What follows belongs to an exercise in optimizing a design on an open flow for small area, a short achievable clock period and few clock cycles; a production flow would make more cautious choices.
No activity file was given, so power comes from the tool's default toggle rates.

==> module nc_cpu_top, before the edit <==
module nc_cpu_top #(
    parameter logic [7:0]  RESET_BANK      = 8'h01,
    parameter logic [15:0] RESET_OFFSET    = 16'h8000,
    parameter logic [7:0]  RESET_DATA_BANK = 8'h00
) (
    input  logic        clk,
    input  logic        reset_n,
    output logic        mem_valid,
    output logic        mem_we,
    output logic [23:0] mem_addr,
    output logic [15:0] mem_wdata,
    input  logic        mem_ready,
    input  logic [15:0] mem_rdata,
    output logic        halted
);
    logic [15:0] regs [8];   
    logic [7:0]  rv;         
    logic        fz, fn, fc, fv;
    logic [7:0]  dbr;
    logic [15:0] ir;        
    logic        iv;        
    logic        run;       
    logic [15:0] fa;        
    logic        mph;       
    logic [15:0] mx, my;    
    logic        sv;
    logic [2:0]  sa, sd;
    logic        d_mem, d_st, d_halt, d_mul, d_fwd;
    logic        d_uj, d_br;    
    logic [3:0]  op, nop;
    assign nop  = mem_rdata[15:12];
    logic [2:0]  rd, rs, fnc;
    logic [15:0] simm;
    assign op   = ir[15:12];
    assign rd   = ir[11:9];
    assign rs   = ir[8:6];
    assign fnc  = ir[2:0];
    assign simm = {{7{ir[8]}}, ir[8:0]};    
    logic is_jmp, is_ld;
    assign is_jmp  = (op == 4'hB);
    assign is_ld   = d_mem && !d_st;
    logic [15:0] a_val, b_val;
    logic cond, cflag;
    always_comb begin
        case (rd[2:1])
            2'd0: cflag = fz;
            2'd1: cflag = fc;
            2'd2: cflag = fn;
            default: cflag = fv;
        endcase
    end
    assign cond = cflag ^ rd[0];
    logic        redir, dacc, hlt, mul0, fetching;
    logic [15:0] target, cur, fa_next;
    logic [15:0] tgt;       
    assign redir  = iv && (d_uj || (d_br && cond));
    assign target  = is_jmp ? a_val : tgt;
    assign cur     = redir ? target : fa;
    assign fa_next = cur + 16'd2;
    assign dacc     = iv && d_mem;
    assign hlt      = iv && d_halt;
    assign mul0     = iv && d_mul && !mph;
    assign fetching = run && !dacc && !hlt && !mul0;
    assign halted    = hlt;
    assign mem_valid = run && !hlt && !mul0;
    assign mem_we    = dacc && d_st;
    assign mem_addr  = dacc ? {dbr, a_val} : {RESET_BANK, cur};
    assign mem_wdata = b_val;
    logic        sub, cin;
    logic [16:0] sum;
    logic [15:0] bx, mhi, res;
    logic        carry, ovf, z_sum;
    assign sub   = (op == 4'h3) || (op == 4'h7);
    assign cin   = sub;
    assign bx    = sub ? ~b_val : b_val;
    assign sum   = {1'b0, a_val} + {1'b0, bx} + {16'd0, cin};
    assign carry = sum[16] ^ sub;
    assign ovf   = (a_val[15] == bx[15]) && (sum[15] != a_val[15]);
    assign z_sum = &(~((a_val ^ bx) ^ {a_val[14:0] | bx[14:0], cin}));
    logic [15:0] mx_d, my_d;
    logic        mz;
    mul_cs i_mul (.a(a_val), .b(b_val), .x(mx_d), .y(my_d));
    assign mhi = mx + my;
    assign mz  = &(~(mx ^ my ^ {mx[14:0] | my[14:0], 1'b0}));
    logic wr, set_zn, set_cv, dbr_wr, zr;
    always_comb begin
        res    = sum[15:0];
        zr     = z_sum;
        wr     = 1'b0;
        set_cv = 1'b0;
        dbr_wr = 1'b0;
        case (op)
            4'h1: begin
                res = (fnc == 3'd3) ? {8'h00, dbr} : a_val;
                zr  = (fnc == 3'd3) ? (dbr == 8'd0) : (a_val == 16'd0);
                wr  = (fnc == 3'd0) || (fnc == 3'd3);
                dbr_wr = (fnc == 3'd2);
            end
            4'h2, 4'h3: begin wr = 1'b1; set_cv = 1'b1; end
            4'h7:       set_cv = 1'b1;
            4'h4: begin res = a_val & b_val; zr = (res == 16'd0); wr = 1'b1; end
            4'h5: begin res = a_val | b_val; zr = (res == 16'd0); wr = 1'b1; end
            4'h6: begin res = a_val ^ b_val; zr = (res == 16'd0); wr = 1'b1; end
            4'h8: begin res = simm; zr = (ir[8:0] == 9'd0); wr = 1'b1; end
            4'h9: begin res = mhi; zr = mz; wr = 1'b1; end
            4'hD: begin
                res = d_fwd ? b_val : mem_rdata;
                zr  = d_fwd ? (b_val == 16'd0) : (mem_rdata == 16'd0);
                wr  = 1'b1;
            end
            default: ;
        endcase
        set_zn = wr || (op == 4'h7) || is_ld;
    end
    logic ex_alu, ex_ld, wen;
    assign ex_alu = iv && !d_mem && !mul0;
    assign ex_ld  = iv && is_ld && mem_ready;
    assign wen    = (ex_alu && wr) || ex_ld;
    logic st_kill, alu_kill, fwd_hit;
    assign alu_kill = ex_alu && ((wr && (rd == sa || rd == sd)) || dbr_wr);
    assign st_kill  = alu_kill || (ex_ld && (rd == sa || rd == sd));
    assign fwd_hit  = (nop == 4'hD) && sv && !alu_kill && (mem_rdata[8:6] == sa);
    always_ff @(posedge clk or negedge reset_n) begin
        if (!reset_n) begin
            rv <= 8'h00;
            {fz, fn, fc, fv} <= 4'h0;
            dbr <= RESET_DATA_BANK;
            sv  <= 1'b0;
            sa  <= 3'd0;
            sd  <= 3'd0;
        end else begin
            if (wen)
                rv[rd] <= 1'b1;
            if ((ex_alu && set_zn) || ex_ld) begin
                fz <= zr;
                fn <= res[15];
            end
            if (ex_alu && set_cv) begin
                fc <= carry;
                fv <= ovf;
            end
            if (ex_alu && dbr_wr)
                dbr <= a_val[7:0];
            if (iv && d_st) begin
                sv <= 1'b1;
                sa <= rs;
                sd <= rd;
            end else if (st_kill) begin
                sv <= 1'b0;
            end
        end
    end
    always_ff @(posedge clk or negedge reset_n) begin
        if (!reset_n) begin
            run <= 1'b0;
            iv  <= 1'b0;
            mph <= 1'b0;
            fa  <= RESET_OFFSET;
        end else begin
            run <= 1'b1;
            mph <= mul0;
            if (fetching) begin
                iv <= mem_ready;
                fa <= mem_ready ? fa_next : cur;
            end else if (dacc && mem_ready) begin
                iv <= 1'b0;
            end
        end
    end
    logic [2:0]  na, nb;
    logic        haz_a, haz_b;
    assign na    = mem_rdata[8:6];
    assign nb    = (nop == 4'hE) ? mem_rdata[11:9] : (nop == 4'hD) ? sd : mem_rdata[5:3];
    assign haz_a = ex_alu && wr && (rd == na);
    assign haz_b = ex_alu && wr && (rd == nb);
    always_ff @(posedge clk) begin
        if (wen)
            regs[rd] <= res;
        if (fetching && mem_ready) begin
            a_val <= haz_a ? res : (regs[na] & {16{rv[na]}});
            tgt   <= (nop == 4'hA) ? {cur[15:9], mem_rdata[8:0]}
                                   : fa_next + {{7{mem_rdata[8]}}, mem_rdata[8:0]};
            b_val <= haz_b ? res : (regs[nb] & {16{rv[nb]}});
        end
    end
    always_ff @(posedge clk) begin
        mx <= mx_d;
        my <= my_d;
        if (fetching && mem_ready) begin
            ir     <= mem_rdata;
            d_mem  <= (nop == 4'hE) || ((nop == 4'hD) && !fwd_hit);
            d_fwd  <= fwd_hit;
            d_st   <= (nop == 4'hE);
            d_halt <= (nop == 4'hF) && (mem_rdata[2:0] == 3'd6);
            d_mul  <= (nop == 4'h9);
            d_uj   <= (nop == 4'hA) || (nop == 4'hB);
            d_br   <= (nop == 4'hC);
        end
    end
endmodule
export LEC_CHECK = 0
export CAP_MARGIN = 20
export CORE_MARGIN = 2
export CORE_UTILIZATION = 40
export PLACE_DENSITY = 0.6
export SLEW_MARGIN = 20
create_clock -name core_clock -period 11.0 [get_ports {clk}]
standard.sh (not shown) runs the stock make flow with config.mk's settings and CLKGATE_MAP_FILE= SYNTH_SCRIPT=/design/flow/synth_recipe.tcl, a recipe that flattens the netlist after the stock synthesis.
==> flow/flow/run.sh <==
#!/bin/bash
set -euo pipefail
MARGIN=$(cat flow/margin.txt)
bash standard.sh SETUP_SLACK_MARGIN=$MARGIN finish > flow_make.log 2>&1
==> flow/flow/margin.txt <==
6.3
Edit:
--- a/flow/design.v
+++ b/flow/design.v
@@ -294,8 +294,7 @@
     input  logic [15:0] mem_rdata,
     output logic        halted
 );
-    logic [15:0] regs [8];   
-    logic [7:0]  rv;         
+    logic [15:0] regs [8];
     logic        fz, fn, fc, fv;
     logic [7:0]  dbr;
     logic [15:0] ir;        
@@ -307,7 +306,6 @@
     logic        sv;
     logic [2:0]  sa, sd;
     logic        d_mem, d_st, d_halt, d_mul, d_fwd;
-    logic        d_uj, d_br;    
     logic [3:0]  op, nop;
     assign nop  = mem_rdata[15:12];
     logic [2:0]  rd, rs, fnc;
@@ -316,28 +314,33 @@
     assign rd   = ir[11:9];
     assign rs   = ir[8:6];
     assign fnc  = ir[2:0];
-    assign simm = {{7{ir[8]}}, ir[8:0]};    
-    logic is_jmp, is_ld;
+    assign simm = {{7{ir[8]}}, ir[8:0]};
+    logic is_jmpi, is_jmp, is_br, is_ld;
+    assign is_jmpi = (op == 4'hA);
     assign is_jmp  = (op == 4'hB);
+    assign is_br   = (op == 4'hC);
     assign is_ld   = d_mem && !d_st;
     logic [15:0] a_val, b_val;
-    logic cond, cflag;
+    logic cond;
     always_comb begin
-        case (rd[2:1])
-            2'd0: cflag = fz;
-            2'd1: cflag = fc;
-            2'd2: cflag = fn;
-            default: cflag = fv;
+        case (rd)
+            3'd0: cond =  fz;
+            3'd1: cond = !fz;
+            3'd2: cond =  fc;
+            3'd3: cond = !fc;
+            3'd4: cond =  fn;
+            3'd5: cond = !fn;
+            3'd6: cond =  fv;
+            default: cond = !fv;
         endcase
     end
-    assign cond = cflag ^ rd[0];
     logic        redir, dacc, hlt, mul0, fetching;
-    logic [15:0] target, cur, fa_next;
-    logic [15:0] tgt;       
-    assign redir  = iv && (d_uj || (d_br && cond));
-    assign target  = is_jmp ? a_val : tgt;
-    assign cur     = redir ? target : fa;
-    assign fa_next = cur + 16'd2;
+    logic [6:0]  page;
+    logic [15:0] target, cur;
+    assign page   = (fa[8:1] == 8'd0) ? fa[15:9] - 7'd1 : fa[15:9];
+    assign redir  = iv && (is_jmpi || is_jmp || (is_br && cond));
+    assign target = is_jmpi ? {page, ir[8:0]} : is_jmp ? a_val : fa + simm;
+    assign cur    = redir ? target : fa;
     assign dacc     = iv && d_mem;
     assign hlt      = iv && d_halt;
     assign mul0     = iv && d_mul && !mph;
@@ -403,7 +406,8 @@
     assign fwd_hit  = (nop == 4'hD) && sv && !alu_kill && (mem_rdata[8:6] == sa);
     always_ff @(posedge clk or negedge reset_n) begin
         if (!reset_n) begin
-            rv <= 8'h00;
+            for (int i = 0; i < 8; i++)
+                regs[i] <= '0;
             {fz, fn, fc, fv} <= 4'h0;
             dbr <= RESET_DATA_BANK;
             sv  <= 1'b0;
@@ -411,7 +415,7 @@
             sd  <= 3'd0;
         end else begin
             if (wen)
-                rv[rd] <= 1'b1;
+                regs[rd] <= res;
             if ((ex_alu && set_zn) || ex_ld) begin
                 fz <= zr;
                 fn <= res[15];
@@ -442,7 +446,7 @@
             mph <= mul0;
             if (fetching) begin
                 iv <= mem_ready;
-                fa <= mem_ready ? fa_next : cur;
+                fa <= mem_ready ? cur + 16'd2 : cur;
             end else if (dacc && mem_ready) begin
                 iv <= 1'b0;
             end
@@ -455,13 +459,9 @@
     assign haz_a = ex_alu && wr && (rd == na);
     assign haz_b = ex_alu && wr && (rd == nb);
     always_ff @(posedge clk) begin
-        if (wen)
-            regs[rd] <= res;
         if (fetching && mem_ready) begin
-            a_val <= haz_a ? res : (regs[na] & {16{rv[na]}});
-            tgt   <= (nop == 4'hA) ? {cur[15:9], mem_rdata[8:0]}
-                                   : fa_next + {{7{mem_rdata[8]}}, mem_rdata[8:0]};
-            b_val <= haz_b ? res : (regs[nb] & {16{rv[nb]}});
+            a_val <= haz_a ? res : regs[na];
+            b_val <= haz_b ? res : regs[nb];
         end
     end
     always_ff @(posedge clk) begin
@@ -474,8 +474,6 @@
             d_st   <= (nop == 4'hE);
             d_halt <= (nop == 4'hF) && (mem_rdata[2:0] == 3'd6);
             d_mul  <= (nop == 4'h9);
-            d_uj   <= (nop == 4'hA) || (nop == 4'hB);
-            d_br   <= (nop == 4'hC);
         end
     end
 endmodule
Non-clock buffer count grows by 36.
Core utilization goes up by 0.26 points.
Sequential share of layout area goes down by 5.9 points.
Setup slack is worse by 0.50 ns.
First-iteration DRC count goes up by 1.3%.
Wire length came out higher by 8.7%.
Total power climbs by 8.1%.
Die area rose by 0.31%.
No run of this note included a check of the RTL's function; only the layout flow was run.

==> static timing again, ports no longer ideal <==
No port has a modelled driver above. Below, the same layouts with a new extraction and two added sets of constraints.
Step 1 sets driving cells, clkbuf_16 on the clock port and buf_2 on the other inputs (assumed; they add their load-dependent delay and slew).
Step 2 moves the port delays by t, midway between the first and last clock arrival at a register: inputs arrive t later, outputs are due t later. That takes back most of the time a late clock gives input paths.
a / b / c = ideal ports / drivers / drivers and shift; a / b = the first two.
run	shift t [ns]	setup slack, ns	slew at the worst register clock pin (ns)
the first run	0.641	5.909 / 5.855 / 5.583	0.07 / 0.07
the second run	0.640	5.406 / 5.347 / 5.796	0.07 / 0.07
After both steps every run listed still meets setup and hold. For the first run, which loses most, drivers alone change the setup slack by -0.054 ns; drivers and shift together by -0.326 ns.
